From an optimization exercise on the open Yosys and OpenROAD flow, aimed at small area, a short achievable clock period and few clock cycles per item; shortcuts taken in it are not production practice. At most, simulation tests tie the RTL to the original design; equivalence was not proved. No activity file was given, so power comes from the tool's default toggle rates.

==> flow/design.v (excerpt) <==
module goldschmidt_ctrl #(
    parameter int ITERS = 5
) (
    input  logic        clk,
    input  logic        rst_n,
    input  logic        start,
    input  logic [15:0] n,
    input  logic [15:0] d,
    output logic        busy,
    output logic        done,
    output logic [15:0] q,
    output logic        dbz
);
    logic [15:0] dr;
    logic [15:0] rr;
    logic [15:0] qr;
    logic [2:0] cnt;
    logic        satr;
    logic        sat;
    logic [2:0] cnt0;
    logic [31:0] ld;
    logic [8:0] st;
    assign st  = {1'b0, n[15:8]} - {1'b0, d[7:0]};
    assign sat = ~st[8] & ~|d[15:8];
    always_comb begin
        ld   = 32'(n) << 8;
        cnt0 = 3'd7;
        if ((|d[15:12])) begin
            ld   = 32'(n) << 12;
            cnt0 = 3'd5;
        end
        if ((|d[15:14])) begin
            ld   = 32'(n) << 14;
            cnt0 = 3'd4;
        end
        if (d[15] && !n[15]) begin
            ld   = 32'(n) << 16;
            cnt0 = 3'd3;
        end
    end
    logic [17:0] wv;
    logic [18:0] t1, t2, t3;
    logic        s1, s2, s3;
    logic [15:0] rn;
    logic [1:0]  qd;
    assign wv = {rr, qr[15:14]};
    assign t1 = {1'b0, wv} - {3'b0, dr};
    assign t2 = {1'b0, wv} - {2'b0, dr, 1'b0};
    assign t3 = {1'b0, wv} - ({3'b0, dr} + {2'b0, dr, 1'b0});
    assign s1 = ~t1[18];
    assign s2 = ~t2[18];
    assign s3 = ~t3[18];
    assign qd = {s2, s3 | (s1 & ~s2)};
    always_comb begin
        if (s3)      rn = t3[15:0];
        else if (s2) rn = t2[15:0];
        else if (s1) rn = t1[15:0];
        else         rn = wv[15:0];
    end
    assign q = qr | {16{satr}};
    always_ff @(posedge clk) begin
        if (!rst_n) begin
  ...
Size: about 630 cells after synthesis, about 55 flip-flops, about 0.0055 mm² of cells after synthesis.
==> flow/config.mk <==
export PLATFORM = sky130hd
export DESIGN_NAME = goldschmidt_ctrl
export DESIGN_NICKNAME = goldschmidt_ctrl
export VERILOG_FILES = /design/flow/design.v
export SDC_FILE = /design/flow/constraint.sdc
export NUM_CORES = 4
export LEC_CHECK = 0
export CAP_MARGIN = 20
export CORE_MARGIN = 2
export CORE_UTILIZATION = 65
export SLEW_MARGIN = 20
export BUFFER_PORTS_ARGS = -buffer_cell sky130_fd_sc_hd__buf_1
export SETUP_SLACK_MARGIN = 8.1
==> flow/constraint.sdc <==
create_clock -name core_clock -period 11.5 [get_ports {clk}]
set_input_delay 2.3000 -clock core_clock [delete_from_list [all_inputs] [get_ports {clk}]]
set_output_delay 2.3000 -clock core_clock [all_outputs]
set_load 0.01 [all_outputs]
standard.sh (not shown) runs the stock make flow with config.mk's settings and CLKGATE_MAP_FILE= SYNTH_SCRIPT=/design/flow/synth_recipe.tcl, a recipe that flattens the netlist after the stock synthesis.
==> flow/flow/run.sh <==
#!/bin/bash
set -euo pipefail
echo 'export BUFFER_PORTS_ARGS = -buffer_cell sky130_fd_sc_hd__buf_1' >> "$FLOW_CONFIG"
echo 'export SETUP_SLACK_MARGIN = 8.1' >> "$FLOW_CONFIG"
for stage in synth floorplan place cts grt route finish; do
    bash standard.sh "$stage" > "log_$stage.txt" 2>&1
done
Testbench counts at the start, summed over its fixed seeds: cycles 13,556, items 2,400.
Next try:
==> flow/flow/run.sh (replaced) <==
#!/bin/bash
set -euo pipefail
echo 'export BUFFER_PORTS_ARGS = -buffer_cell sky130_fd_sc_hd__buf_1' >> "$FLOW_CONFIG"
echo 'export SETUP_SLACK_MARGIN = 7.9' >> "$FLOW_CONFIG"
bash standard.sh > standard.log 2>&1
--- a/flow/config.mk
+++ b/flow/config.mk
@@ -12,2 +12,2 @@
 export BUFFER_PORTS_ARGS = -buffer_cell sky130_fd_sc_hd__buf_1
-export SETUP_SLACK_MARGIN = 8.1
+export SETUP_SLACK_MARGIN = 7.9
=> Flip-flop and latch count is unchanged. Die area is unchanged. Sequential power is about the same. Cell count falls slightly. Global-route usage falls by 0.23 points. Setup slack degrades by 0.062 ns. Count of clock-buffer cells in the layout is unchanged. Routed wire length falls by a few percent. Via count falls slightly. Worst hold slack degrades by 0.0092 ns.
Next try:
==> flow/flow/run.sh (replaced) <==
#!/bin/bash
set -euo pipefail
echo 'export BUFFER_PORTS_ARGS = -buffer_cell sky130_fd_sc_hd__buf_1' >> "$FLOW_CONFIG"
echo 'export SETUP_SLACK_MARGIN = 8.1' >> "$FLOW_CONFIG"
bash standard.sh > standard.log 2>&1
--- a/flow/config.mk
+++ b/flow/config.mk
@@ -12,2 +12,2 @@
 export BUFFER_PORTS_ARGS = -buffer_cell sky130_fd_sc_hd__buf_1
-export SETUP_SLACK_MARGIN = 7.9
+export SETUP_SLACK_MARGIN = 8.1
After rerunning: The changed run completed with no timing, DRC or antenna violations; via count goes up by 1.6%; combinational power came out higher by about 7%; routed wire length goes up by 2.3%; worst setup slack gains 0.062 ns; total power goes up by about 5%; clock power stays flat; die area does not change; synthesized area stays the same.

* * *

== build 27 ==
Another version of the RTL of goldschmidt_ctrl (not shown whole).
Size: roughly 54 flip-flops, about 54 I/O pins, about 4200 um^2 of cells after synthesis.
==> flow/config.mk <==
export PLATFORM = sky130hd
export DESIGN_NAME = goldschmidt_ctrl
export DESIGN_NICKNAME = goldschmidt_ctrl
export VERILOG_FILES = /design/flow/design.v
export SDC_FILE = /design/flow/constraint.sdc
export NUM_CORES = 4
export LEC_CHECK = 0
export CAP_MARGIN = 20
export CORE_MARGIN = 2
export CORE_UTILIZATION = 40
export SLEW_MARGIN = 20
export SETUP_SLACK_MARGIN = 7.5
==> flow/constraint.sdc <==
create_clock -name core_clock -period 11.5 [get_ports {clk}]
set_input_delay 2.3000 -clock core_clock [delete_from_list [all_inputs] [get_ports {clk}]]
set_output_delay 2.3000 -clock core_clock [all_outputs]
set_load 0.01 [all_outputs]
==> flow/flow/run.sh <==
#!/bin/bash
set -e
cat standard.sh > standard_copy.log
echo "export SETUP_SLACK_MARGIN = 7.5" >> "$FLOW_CONFIG"
bash standard.sh > standard.log 2>&1
Edits applied to the flow inputs when going from build 27 to build 35:
Settings: removing SETUP_SLACK_MARGIN (formerly 7.5).
==> flow/run.sh (new file) <==
#!/bin/bash
# synth_recipe.tcl (not shown) runs the flow's synth.tcl, then flattens the netlist and writes it again
# the make line also repeats each setting of config.mk as NAME=value (left out here)
make -C /OpenROAD-flow-scripts/flow DESIGN_CONFIG=/design/flow/config.mk WORK_HOME=/design/flow/orfs CLKGATE_MAP_FILE= SYNTH_SCRIPT=/design/flow/synth_recipe.tcl finish
removed: flow/flow/run.sh
removed: flow/standard.sh
Results
- Build 27 -> build 35: combinational gate power decreased by more than 10%
- Build 27 -> build 35: cell area after layout decreased by more than 10%
- Going from build 27 to build 35, non-clock buffer count shrank by more than a quarter.
- Build 35 ends up with lower number of nets in the final layout than build 27 does.
- Build 27 vs build 35, launch point of the worst path: dr[14] vs qr[15]
- On minimum clock period after layout, build 27 beats build 35.
- Combinational cell fraction of total power, build 35 and build 27, higher one = build 27.
- Power density over cell area delta for build 35 relative to build 27: 27 nW/um^2 lower
> inputs changed (build 35 -> build 53)
Settings: BUFFER_PORTS_ARGS newly set to -buffer_cell sky130_fd_sc_hd__buf_2.
==> flow/flow/run.sh (new file) <==
#!/bin/bash
set -euo pipefail
echo 'export BUFFER_PORTS_ARGS = -buffer_cell sky130_fd_sc_hd__buf_2' >> "$FLOW_CONFIG"
bash standard.sh > standard.log 2>&1
==> flow/standard.sh (new file) <==
#!/bin/bash
# synth_recipe.tcl (not shown) runs the flow's synth.tcl, then flattens the netlist and writes it again
# the make line also repeats each setting of config.mk as NAME=value (left out here)
make -C /OpenROAD-flow-scripts/flow DESIGN_CONFIG=/design/flow/config.mk WORK_HOME=/design/flow/orfs CLKGATE_MAP_FILE= SYNTH_SCRIPT=/design/flow/synth_recipe.tcl "${@:-finish}"
removed: flow/run.sh
### Flow results
- Diff build 35 -> build 53: placed instance count about even, sequential fraction of design power held steady.
- Register-to-register slack improves in build 53 relative to build 35.
- Build 53 against build 35; post-route standard cell area excluding fillers is down by a few percent.
- Diff build 35..build 53 | area taken by flip-flops and latches | unchanged
Input changes introduced in build 24 (baseline for comparison: build 53):
Settings: a change of BUFFER_PORTS_ARGS from -buffer_cell sky130_fd_sc_hd__buf_2 to -buffer_cell sky130_fd_sc_hd__buf_1.
==> flow/flow/run.sh <==
#!/bin/bash
set -euo pipefail
echo 'export BUFFER_PORTS_ARGS = -buffer_cell sky130_fd_sc_hd__buf_1' >> "$FLOW_CONFIG"
bash standard.sh > standard.log 2>&1
Findings:
Relative to build 53, design area decreased by 81 um^2 in build 24. Delta (build 24 minus build 53): cell-internal power went down by about 3.2%; arrival time at the worst endpoint went down by 0.02 ns. Looking only at fraction of power consumed by the clock network, and setting everything else aside, the lower value of build 24 and build 53 goes to build 24. Build 24 vs build 53, slew at the pin closest to its max-slew limit went down by 0.48 ns. Between build 24 and build 53, the final instance count without filler cells does not differ in any meaningful way. Shortest period the worst path allows for build 24: 0.026 ns down relative to build 53. Build 24 has combinational group share of total power above what build 53 had. Build 24 gives less global-route wire length before repair than build 53 did.
No functional check of the RTL was part of any run of this note.

## re-timing with driven ports
The flow's constraints put no driver on any port. The routed layouts listed below were extracted and timed again, unchanged, in two steps. Step 1 (the two cells are an assumption about what drives the block):
set clk [get_ports {clk}]
set_driving_cell -lib_cell sky130_fd_sc_hd__clkbuf_16 $clk
set_driving_cell -lib_cell sky130_fd_sc_hd__buf_2 [delete_from_list [all_inputs] $clk]
Step 2 moves the port delays by t, midway between the first and last clock arrival at a register: inputs arrive t later, outputs are due t later. That takes back most of the time a late clock gives input paths. Slacks: ideal ports / drivers / drivers and shift; pairs: ideal ports / drivers.
run	t, ns	slack for setup (ns)	worst slew at a driven data input, ns
the first run of note 1	0.336	8.018 / 7.963 / 7.627	0.08
the second run of note 1	0.341	7.956 / 7.955 / 7.615	0.04
the third run of note 1	0.336	8.018 / 7.963 / 7.627	0.08
build 27	0.337	6.811 / 6.811 / 6.811	0.05
build 35	0.349	5.874 / 5.874 / 5.874	0.04
build 53	0.328	6.030 / 6.030 / 6.030	0.04
build 24	0.340	6.057 / 6.057 / 6.057	0.03
After both steps every run listed still meets setup and hold.
